From an optimization exercise on the open Yosys and OpenROAD flow, aimed at small area and a short achievable clock period; shortcuts taken in it are not production practice.
At most, simulation tests tie the RTL to the original design; equivalence was not proved.
Power figures rest on the tool's default switching activity, not on a simulated workload.

== job 105 ==
// book_top
module book_top #(
  parameter int ENTRIES_N = book_cfg_pkg::DEF_ENTRIES_N,
  parameter bit IS_BID = book_cfg_pkg::DEF_IS_BID
) (
  input  logic                     i_clk,
  input  logic                     i_rst_n,
  input  logic                     i_cmd_vld,
  input  book_types_pkg::cmd_t                     i_cmd,
  input  book_types_pkg::key_t                     i_key,
  input  book_types_pkg::volume_t                  i_volume,
  output logic [ENTRIES_N-1:0]     o_vld,
  output book_types_pkg::key_t [ENTRIES_N-1:0]     o_keys,
  output book_types_pkg::volume_t [ENTRIES_N-1:0]  o_volumes,
  output book_types_pkg::listsize_t                o_listsize,
  output logic                     o_notify_vld,
  output book_types_pkg::key_t                     o_notify_key,
  output book_types_pkg::volume_t                  o_notify_volume
);
  localparam int N = 16;
  logic op_clr, op_add, op_del, op_rep;
  assign op_clr = i_cmd_vld && (i_cmd == book_types_pkg::CMD_CLEAR);
  assign op_add = i_cmd_vld && (i_cmd == book_types_pkg::CMD_ADD);
  assign op_del = i_cmd_vld && (i_cmd == book_types_pkg::CMD_DELETE);
  assign op_rep = i_cmd_vld && (i_cmd == book_types_pkg::CMD_REPLACE);
  logic add_n, del_n, rep_n;
  assign add_n = ~op_add;
  assign del_n = ~op_del;
  assign rep_n = ~op_rep;
  logic [N-1:0] vld_n;
  assign vld_n = ~o_vld;
  book_types_pkg::key_t key_n;
  assign key_n = ~i_key;
  logic [N-1:0] dv_n, rv_n;
  assign dv_n = ~({N{op_del}} & o_vld);
  assign rv_n = ~({N{op_rep}} & o_vld);
  logic [N-1:0] rv;
  assign rv = {N{op_rep}} & o_vld;
  logic [N-1:0] gt_n, eq, keep, keep_n, dm, r_rep;
  logic [1:0] eq8_n [N];
  for (genvar i = 0; i < N; i++) begin : g_cmp
    book_match u_cmp (.i_key_stored(o_keys[i]), .i_key_n(key_n),
                      .o_gt_n(gt_n[i]), .o_eq8_n(eq8_n[i]));
    book_g_a221oi u_keep   (.a1(gt_n[i]), .a2(eq8_n[i][0]), .b1(gt_n[i]), .b2(eq8_n[i][1]),
                            .c(vld_n[i]), .y(keep[i]));
  ...
For scale: about 3,600 cells after synthesis.
export LEC_CHECK = 0
export CAP_MARGIN = 20
export CORE_MARGIN = 2
export CORE_UTILIZATION = 40
export SETUP_SLACK_MARGIN = 2.5
export SLEW_MARGIN = 20
export SYNTH_HIERARCHICAL = 1
export TNS_END_PERCENT = 10
create_clock -name core_clock -period 5.5 [get_ports {i_clk}]
standard.sh (not shown) runs the stock make flow with config.mk's settings and CLKGATE_MAP_FILE= SYNTH_SCRIPT=/design/flow/synth_recipe.tcl, a recipe that flattens the netlist after the stock synthesis.
==> flow/flow/run.sh <==
#!/bin/bash
# Standard layout, with the smallest buffer on every input and output port
set -e
export BUFFER_PORTS_ARGS="-buffer_cell sky130_fd_sc_hd__buf_1"
bash standard.sh > standard.log 2>&1
Job 105 finished every step from synthesis to the final layout, and the layout passed the timing, design-rule and antenna checks.
Setup changes, job 105 to job 104
- SETUP_SLACK_MARGIN: 2.5 -> 2.0
Timing, DRC, antenna: 0 failures across job 105 and job 104. Job 104 vs. job 105: global-route wire length before repair lost 7.3 mm; number of iterations in the first detailed-routing pass -3; maximum vdd ir drop dropped about 2.8%; final sequential cell count held steady; footprint of the multi-input gates dropped 4.8%. In job 104 the final worst-path cycle share turned out 4.6 points higher than in job 105.
No run of this note included a check of the RTL's function; only the layout flow was run.

---

Another version of the RTL of book_top (not shown whole).
Size: ~3,600 cells after synthesis, roughly 600 I/O pins, about 29,000 µm² of cells after synthesis.
Settings: LEC_CHECK=0, CAP_MARGIN=10, CORE_MARGIN=2, CORE_UTILIZATION=40, CTS_BUF_LIST=sky130_fd_sc_hd__clkbuf_8, CTS_CLUSTER_DIAMETER=50, CTS_CLUSTER_SIZE=16, SETUP_SLACK_MARGIN=2.0, SLEW_MARGIN=10, SYNTH_HIERARCHICAL=1, TNS_END_PERCENT=10; clock period 5.5 ns.
Scripts as last shown in full above: flow/flow/run.sh
==> next run, changes <==
- CAP_MARGIN: 10 -> 20
- SLEW_MARGIN: 10 -> 20
What happened: Cell count hardly moves; setup slack improved by 0.064 ns; worst hold slack got worse by 0.022 ns; total power shrinks by about 0.75%; synthesized area is unchanged.
==> next run, changes <==
- CTS_BUF_LIST: sky130_fd_sc_hd__clkbuf_8 -> not set
- CTS_CLUSTER_DIAMETER: 50 -> not set
- CTS_CLUSTER_SIZE: 16 -> not set
Core utilization grows by 0.98 points.
Total power is higher by a few percent.
Cell area rises slightly.
Cell count stays flat.
Register-to-register slack improved by 0.09 ns.
==> next run, changes <==
- CORE_UTILIZATION: 40 -> 48
- CTS_BUF_LIST: not set -> sky130_fd_sc_hd__clkbuf_8
- CTS_CLUSTER_DIAMETER: not set -> 50
- CTS_CLUSTER_SIZE: not set -> 16
The new run finished clean.
Sequential power fell by about 0.7%.
Worst setup slack is worse by 0.037 ns.
Total power fell by 8.9%.
Critical path depth does not change.
Routed wire length fell by 4.5%.
Hold slack is worse by 0.072 ns.
Global-route usage rose by 4.8 points.
Clock skew rose by 0.013 ns.
Via count fell by 0.53%.
Flip-flop and latch count stays the same.
Maximum frequency fell by 1.0%.
==> next run, changes <==
- CORE_UTILIZATION: 48 -> 40
- SETUP_SLACK_MARGIN: 2.0 -> 1.7
=>
- The changed run went through all stages and came out clean
- worst setup slack degrades by 0.25 ns
- final area decreases by 1.1%
- wire length goes up by 3.0%
- final cell count came out higher by 2.4%
- power climbs by 4.3%
- clock-buffer cell count goes up by 6
- flip-flop and latch count stays the same
- register-to-register slack degrades by 0.26 ns
- critical path depth is unchanged
- core utilization is lower by 11 points
- sequential power hardly moves
==> next run, changes <==
- SETUP_SLACK_MARGIN: 1.7 -> 2.0
- TNS_END_PERCENT: 10 -> 25
After rerunning: The changed run finished clean. Global-route usage is higher by 0.89 points. Wire length went up by about 3%. Via count is higher by 1.9%. Die area does not change. Combinational power went up by about 4%. Utilization rises by 1.6 points.

-- port drivers added, routing unchanged --
In the flow no input, the clock included, has a driving cell. The finished layouts below were timed again as built, in two steps.
Step 1 sets driving cells, clkbuf_16 on the clock port and buf_2 on the other inputs (assumed; they add their load-dependent delay and slew).
Step 2 also shifts input and output timing later by t, the mid clock arrival at the registers, as if the neighbouring blocks saw the same clock.
a / b / c = no drivers / after step 1 / after step 2; a / b = the first two.
run | shift t [ns] | setup slack, ns | slew at the worst register clock pin (ns)
job 105 | 0.675 | 2.234 / 2.274 / 1.599 | 0.07 / 0.07
job 104 | 0.672 | 1.979 / 2.020 / 1.348 | 0.07 / 0.07
the first run of note 2 | 0.754 | 1.891 / 1.825 / 1.328 | 0.11 / 0.11
the second run of note 2 | 0.763 | 1.955 / 1.890 / 1.374 | 0.10 / 0.10
the third run of note 2 | 0.680 | 1.955 / 1.885 / 1.413 | 0.07 / 0.07
the fourth run of note 2 | 0.754 | 1.918 / 1.855 / 1.286 | 0.11 / 0.11
the fifth run of note 2 | 0.763 | 1.668 / 1.601 / 0.976 | 0.10 / 0.10
the sixth run of note 2 | 0.742 | 1.963 / 1.898 / 1.331 | 0.10 / 0.10
After both steps setup and hold are still met in every run listed. For the fifth run of note 2, which loses most, drivers alone change the setup slack by -0.067 ns; drivers and shift together by -0.692 ns.
